Source: an optimization exercise on an open RTL-to-GDS flow (aim: small area and a short achievable clock period). Production flows keep margins and buffers that such runs may drop. Function was checked by simulation only, so behaviour that the tests miss may differ from the original.

==> run a: inputs <==
// fft16_pt
module fft16_pt #(
  parameter int DW = 24,
  parameter int TW = 14,
  parameter int IW = 16
) (
  input  logic                 clk,
  input  logic                 rst,
  input  logic signed [IW-1:0] din_r,
  input  logic signed [IW-1:0] din_i,
  output logic signed [DW-1:0] x1_r,
  output logic signed [DW-1:0] x1_c,
  output logic signed [DW-1:0] x2_r,
  output logic signed [DW-1:0] x2_c,
  output logic signed [DW-1:0] y1_r,
  output logic signed [DW-1:0] y1_c,
  output logic signed [DW-1:0] y2_r,
  output logic signed [DW-1:0] y2_c,
  output logic signed [TW-1:0] ra1_r,
  output logic signed [TW-1:0] ra1_c,
  output logic signed [DW-1:0] z1_r,
  output logic signed [DW-1:0] z1_c,
  output logic signed [DW-1:0] z2_r,
  output logic signed [DW-1:0] z2_c
);
==> flow/config.mk <==
export PLATFORM = sky130hd
export DESIGN_NAME = fft16_pt
export DESIGN_NICKNAME = fft16_pt
export VERILOG_FILES = /design/flow/design.v
export SDC_FILE = /design/flow/constraint.sdc
export NUM_CORES = 4
export LEC_CHECK = 0
export CAP_MARGIN = 20
export CORE_MARGIN = 2
export CORE_UTILIZATION = 60
export SLEW_MARGIN = 20
==> flow/constraint.sdc <==
create_clock -name core_clock -period 15.0 [get_ports {clk}]
set_input_delay 3.0000 -clock core_clock [delete_from_list [all_inputs] [get_ports {clk}]]
set_output_delay 3.0000 -clock core_clock [all_outputs]
set_load 0.01 [all_outputs]
standard.sh (not shown) runs the stock make flow with config.mk's settings and CLKGATE_MAP_FILE= SYNTH_SCRIPT=/design/flow/synth_recipe.tcl, a recipe that flattens the netlist after the stock synthesis.
==> flow/flow/run.sh <==
#!/bin/bash
set -euo pipefail
bash standard.sh synth > synth.log 2>&1
bash standard.sh SETUP_SLACK_MARGIN=10.5 finish > layout.log 2>&1
==> run b (differences from run a) <==
==> flow/run.sh (new file) <==
#!/bin/bash
# synth_recipe.tcl (not shown) runs the flow's synth.tcl, then flattens the netlist and writes it again
# the make line also repeats each setting of config.mk as NAME=value (left out here)
make -C /OpenROAD-flow-scripts/flow DESIGN_CONFIG=/design/flow/config.mk WORK_HOME=/design/flow/orfs CLKGATE_MAP_FILE= SYNTH_SCRIPT=/design/flow/synth_recipe.tcl finish
removed: flow/flow/run.sh
removed: flow/standard.sh
==> run c (differences from run a) <==
--- a/flow/design.v
+++ b/flow/design.v
@@ -20,24 +20,25 @@
   output logic signed [DW-1:0] z1_r,
   output logic signed [DW-1:0] z1_c,
   output logic signed [DW-1:0] z2_r,
   output logic signed [DW-1:0] z2_c
 );
   localparam int SW = 21;    
+  localparam int LW = 20;    
   localparam int OW = 20;    
   localparam int PW = 23;    
   logic [5:0] c;
   always_ff @(posedge clk) begin
     if (rst) c <= 6'd0;
     else if (c != 6'd56) c <= c + 6'd1;
   end
   logic ld, cmp, outp;
   assign ld   = (c < 6'd16);
   assign cmp  = (c >= 6'd16) && (c < 6'd48);
   assign outp = (c >= 6'd48) && (c < 6'd56);
-  logic signed [SW-1:0] tr [8], ti [8], lr [8], li [8];
+  logic signed [LW-1:0] tr [8], ti [8], lr [8], li [8];
   logic signed [SW-1:0] z1r_v, z1i_v, z2r_v, z2i_v;    
   logic [4:0] b;         
   assign b = 5'(c - 6'd16);
   logic [2:0] n8;        
   assign n8 = c[2:0];
   logic tx7, tx6, tx4;   
@@ -45,52 +46,54 @@
   assign tx6 = cmp && (b[4:3] == 2'd2) && !b[1];
   assign tx4 = cmp && (b[4:3] == 2'd3) && !b[2];
   logic ins_l0, ins_t5, ins_l3;
   assign ins_t5 = ld && (n8 == 3'd1 || n8 == 3'd3);
   assign ins_l3 = ld && (n8 == 3'd4 || n8 == 3'd6);
   assign ins_l0 = ld && !(n8 == 3'd1 || n8 == 3'd3 || n8 == 3'd4 || n8 == 3'd6);
-  logic signed [SW-1:0] dr, di;
-  assign dr = SW'(din_r);
-  assign di = SW'(din_i);
+  logic signed [LW-1:0] dr, di;
+  assign dr = LW'(din_r);
+  assign di = LW'(din_i);
+  logic s3;
+  assign s3 = cmp && (b[4:3] == 2'd3);
   always_ff @(posedge clk) begin
-    tr[0] <= ld ? lr[7] : z1r_v;
-    ti[0] <= ld ? li[7] : z1i_v;
+    tr[0] <= ld ? lr[7] : (s3 ? tr[7] : LW'(z1r_v));
+    ti[0] <= ld ? li[7] : (s3 ? ti[7] : LW'(z1i_v));
     tr[1] <= tr[0]; ti[1] <= ti[0];
     tr[2] <= tr[1]; ti[2] <= ti[1];
     tr[3] <= tr[2]; ti[3] <= ti[2];
     tr[4] <= tx4 ? lr[7] : tr[3];
     ti[4] <= tx4 ? li[7] : ti[3];
     tr[5] <= ins_t5 ? dr : tr[4];
     ti[5] <= ins_t5 ? di : ti[4];
     tr[6] <= tx6 ? lr[7] : tr[5];
     ti[6] <= tx6 ? li[7] : ti[5];
     tr[7] <= tx7 ? lr[7] : tr[6];
     ti[7] <= tx7 ? li[7] : ti[6];
-    lr[0] <= ins_l0 ? dr : (ld ? tr[7] : z2r_v);
-    li[0] <= ins_l0 ? di : (ld ? ti[7] : z2i_v);
+    lr[0] <= ins_l0 ? dr : (ld ? tr[7] : (s3 ? bxr : LW'(z2r_v)));
+    li[0] <= ins_l0 ? di : (ld ? ti[7] : (s3 ? bxi : LW'(z2i_v)));
     lr[1] <= lr[0]; li[1] <= li[0];
     lr[2] <= lr[1]; li[2] <= li[1];
     lr[3] <= ins_l3 ? dr : lr[2];
     li[3] <= ins_l3 ? di : li[2];
     lr[4] <= lr[3]; li[4] <= li[3];
     lr[5] <= lr[4]; li[5] <= li[4];
     lr[6] <= lr[5]; li[6] <= li[5];
     lr[7] <= lr[6]; li[7] <= li[6];
   end
-  function automatic logic [2:0] tw_m(input logic [4:0] bi);
-    case (bi[4:3])
-      2'd0: tw_m = 3'd0;
-      2'd1: tw_m = {bi[0], 2'b00};
-      2'd2: tw_m = {bi[1:0], 1'b0};
+  function automatic logic [2:0] tw_m(input logic [5:0] bi);
+    case (bi[5:3])
+      3'd0: tw_m = 3'd0;
+      3'd1: tw_m = {bi[0], 2'b00};
+      3'd2: tw_m = {bi[1:0], 1'b0};
       default: tw_m = bi[2:0];
     endcase
   endfunction
   logic [5:0] c_nx;
   assign c_nx = (c == 6'd56) ? c : c + 6'd1;
-  logic [4:0] bb_nx;     
-  assign bb_nx = 5'(c_nx - 6'd14);
+  logic [5:0] bb_nx;     
+  assign bb_nx = c_nx - 6'd14;
   logic [2:0] mr_nx;
   assign mr_nx = tw_m(bb_nx);
   logic [7:0] sl_nx;     
   always_comb begin
     case (mr_nx)
       3'd0: sl_nx = 8'b0010_1000;
@@ -102,44 +105,41 @@
       3'd6: sl_nx = 8'b1001_0111;
       default: sl_nx = 8'b0110_1101;
     endcase
   end
   logic bt_nx;           
   always_comb begin
-    case (bb_nx[4:3])
-      2'd1: bt_nx = !bb_nx[0];
-      2'd2: bt_nx = !bb_nx[1];
-      2'd3: bt_nx = !bb_nx[2];
+    case (bb_nx[5:3])
+      3'd1: bt_nx = !bb_nx[0];
+      3'd2: bt_nx = !bb_nx[1];
+      3'd3: bt_nx = !bb_nx[2];
       default: bt_nx = 1'b0;
     endcase
   end
-  logic rd_bt, rd_s1, rd_s2, rd_odd, rd_sq2;
+  logic rd_odd, rd_sq2;
   logic rp_v, rp_n, rq_v, rq_n, ip_v, ip_n, iq_v, iq_n;
   always_ff @(posedge clk) begin
-    rd_bt  <= bt_nx;
-    rd_s1  <= (bb_nx[4:3] == 2'd1);
-    rd_s2  <= (bb_nx[4:3] == 2'd2);
     rd_odd <= mr_nx[0];
     rd_sq2 <= (mr_nx == 3'd2) || (mr_nx == 3'd6);
     {rp_v, rp_n, rq_v, rq_n, ip_v, ip_n, iq_v, iq_n} <= sl_nx;
   end
   logic m_odd, m_sq2;
   assign m_odd = rd_odd;
   assign m_sq2 = rd_sq2;
-  logic signed [OW-1:0] bsr, bsi;
-  always_comb begin
-    if (!rd_bt) begin
-      bsr = OW'(lr[5]); bsi = OW'(li[5]);
-    end else if (rd_s1) begin
-      bsr = OW'(tr[4]); bsi = OW'(ti[4]);
-    end else if (rd_s2) begin
-      bsr = OW'(tr[3]); bsi = OW'(ti[3]);
-    end else begin
-      bsr = OW'(tr[1]); bsi = OW'(ti[1]);
-    end
+  logic rs_l5, rs_t4, rs_t3, rs_t1;
+  always_ff @(posedge clk) begin
+    rs_l5 <= !bt_nx;
+    rs_t4 <= bt_nx && (bb_nx[5:3] == 3'd1);
+    rs_t3 <= bt_nx && (bb_nx[5:3] == 3'd2);
+    rs_t1 <= bt_nx && (bb_nx[5:3] == 3'd3);
   end
+  logic signed [OW-1:0] bsr, bsi;
+  assign bsr = ({OW{rs_l5}} & OW'(lr[5])) | ({OW{rs_t4}} & OW'(tr[4]))
+             | ({OW{rs_t3}} & OW'(tr[3])) | ({OW{rs_t1}} & OW'(tr[1]));
+  assign bsi = ({OW{rs_l5}} & OW'(li[5])) | ({OW{rs_t4}} & OW'(ti[4]))
+             | ({OW{rs_t3}} & OW'(ti[3])) | ({OW{rs_t1}} & OW'(ti[1]));
   function automatic logic [PW-1:0] sel_p(input logic [OW-1:0] u, input logic [OW-1:0] v,
       input logic p_v, input logic p_n, input logic q_v, input logic q_n,
       input logic odd, input logic sq2);
     logic signed [OW-1:0] pt, qt;
     logic signed [PW-1:0] a, c;
     pt = (p_v ? v : u) ^ {OW{p_n}};
@@ -170,14 +170,17 @@
   logic          pqci_r, pqci_i;
   always_ff @(posedge clk) begin
     pqs_r <= xsr; pqc_r <= xcr; pqci_r <= xcir;
     pqs_i <= xsi; pqc_i <= xci; pqci_i <= xcii;
   end
   logic signed [OW-1:0] pq_r, pq_i;
-  assign pq_r = pqs_r + pqc_r + OW'(pqci_r);
-  assign pq_i = pqs_i + pqc_i + OW'(pqci_i);
+  logic [OW:0] pq_rw, pq_iw;
+  assign pq_rw = {pqs_r, 1'b1} + {pqc_r, pqci_r};
+  assign pq_iw = {pqs_i, 1'b1} + {pqc_i, pqci_i};
+  assign pq_r = pq_rw[OW:1];
+  assign pq_i = pq_iw[OW:1];
   logic bt2;
   always_comb begin
     case (b[4:3])
       2'd1: bt2 = !b[0];
       2'd2: bt2 = !b[1];
       2'd3: bt2 = !b[2];
@@ -194,20 +197,20 @@
         2'd2: begin bxr = OW'(tr[5]); bxi = OW'(ti[5]); end
         default: begin bxr = OW'(tr[3]); bxi = OW'(ti[3]); end
       endcase
     end
   end
   logic signed [OW-1:0] ar, ai;
-  assign ar = OW'(tr[7]);
-  assign ai = OW'(ti[7]);
+  assign ar = tr[7];
+  assign ai = ti[7];
   assign z1r_v = SW'(ar) + SW'(pq_r);
   assign z1i_v = SW'(ai) + SW'(pq_i);
   assign z2r_v = SW'(ar) - SW'(pq_r);
   assign z2i_v = SW'(ai) - SW'(pq_i);
   logic [2:0] mb;
-  assign mb = tw_m(b);
+  assign mb = tw_m({1'b0, b});
   logic signed [TW-1:0] wr, wi;
   always_comb begin
     case (mb)
       3'd0: begin wr =  14'sd4096; wi =  14'sd0;    end
       3'd1: begin wr =  14'sd3784; wi = -14'sd1567; end
       3'd2: begin wr =  14'sd2896; wi = -14'sd2896; end
@@ -232,16 +235,14 @@
       war_q <= wr; wai_q <= wi;
     end
   end
   always_ff @(posedge clk) begin
     if (rst || ld) begin
       z1r_q <= '0; z1i_q <= '0; z2r_q <= '0; z2i_q <= '0;
-    end else if (cmp) begin
+    end else if (cmp || outp) begin
       z1r_q <= z1r_v; z1i_q <= z1i_v; z2r_q <= z2r_v; z2i_q <= z2i_v;
-    end else if (outp) begin
-      z1r_q <= tr[7]; z1i_q <= ti[7]; z2r_q <= lr[7]; z2i_q <= li[7];
     end
   end
   assign x1_r = DW'(x1r_q); assign x1_c = DW'(x1i_q);
   assign x2_r = DW'(x2r_q); assign x2_c = DW'(x2i_q);
   assign y1_r = DW'(y1r_q); assign y1_c = DW'(y1i_q);
   assign y2_r = DW'(y2r_q); assign y2_c = DW'(y2i_q);
==> flow/flow/run.sh (replaced) <==
#!/bin/bash
set -euo pipefail
bash standard.sh synth > synth.log 2>&1
bash standard.sh SETUP_SLACK_MARGIN=10.4 "BUFFER_PORTS_ARGS=-buffer_cell sky130_fd_sc_hd__buf_1" finish > layout.log 2>&1
Settings changed: CORE_UTILIZATION 60 to 70, CTS_CLUSTER_DIAMETER from default to 100, CTS_CLUSTER_SIZE from default to 24.
==> run d (differences from run a) <==
==> flow/flow/run.sh (replaced) <==
#!/bin/bash
set -euo pipefail
bash standard.sh synth > synth.log 2>&1
bash standard.sh SETUP_SLACK_MARGIN=10.5 "BUFFER_PORTS_ARGS=-buffer_cell sky130_fd_sc_hd__buf_1" finish > layout.log 2>&1
Settings changed: CTS_CLUSTER_DIAMETER from default to 100, CTS_CLUSTER_SIZE from default to 30.
==> comparison <==
Synthesized cell count is the same in run b and run d. Between run c and run b, the lower worst setup slack is in run b (gap 1.4 ns). The highest core utilization belongs to run c, the lowest to run d. In run b the sequential share of layout area is higher than in run a, by 1.2 points.

==> re-timing with driven ports <==
No port has a modelled driver above. Below, the same layouts with a new extraction and two added sets of constraints. Step 1 (the two cells are an assumption about what drives the block):
set clk [get_ports {clk}]
set_driving_cell -lib_cell sky130_fd_sc_hd__clkbuf_16 $clk
set_driving_cell -lib_cell sky130_fd_sc_hd__buf_2 [delete_from_list [all_inputs] $clk]
Step 2, shift: input delay + t, output delay - t, t = (earliest + latest rising clock arrival at the registers) / 2. This alone moves slack from input paths to output paths. Three values: no drivers, after step 1, after step 2; two values: the first two.
run	t (ns)	setup WS [ns]	pins driven straight from the clock port
run a	0.752	10.394 / 10.394 / 10.084	1
run b	0.766	8.868 / 8.868 / 8.520	1
run c	0.746	10.263 / 10.263 / 9.854	1
run d	0.720	10.382 / 10.382 / 9.814	1
After both steps every run listed still meets setup and hold. The setup slack of run d, which loses most, moves by 0.000 ns with the drivers and by -0.568 ns with both steps.
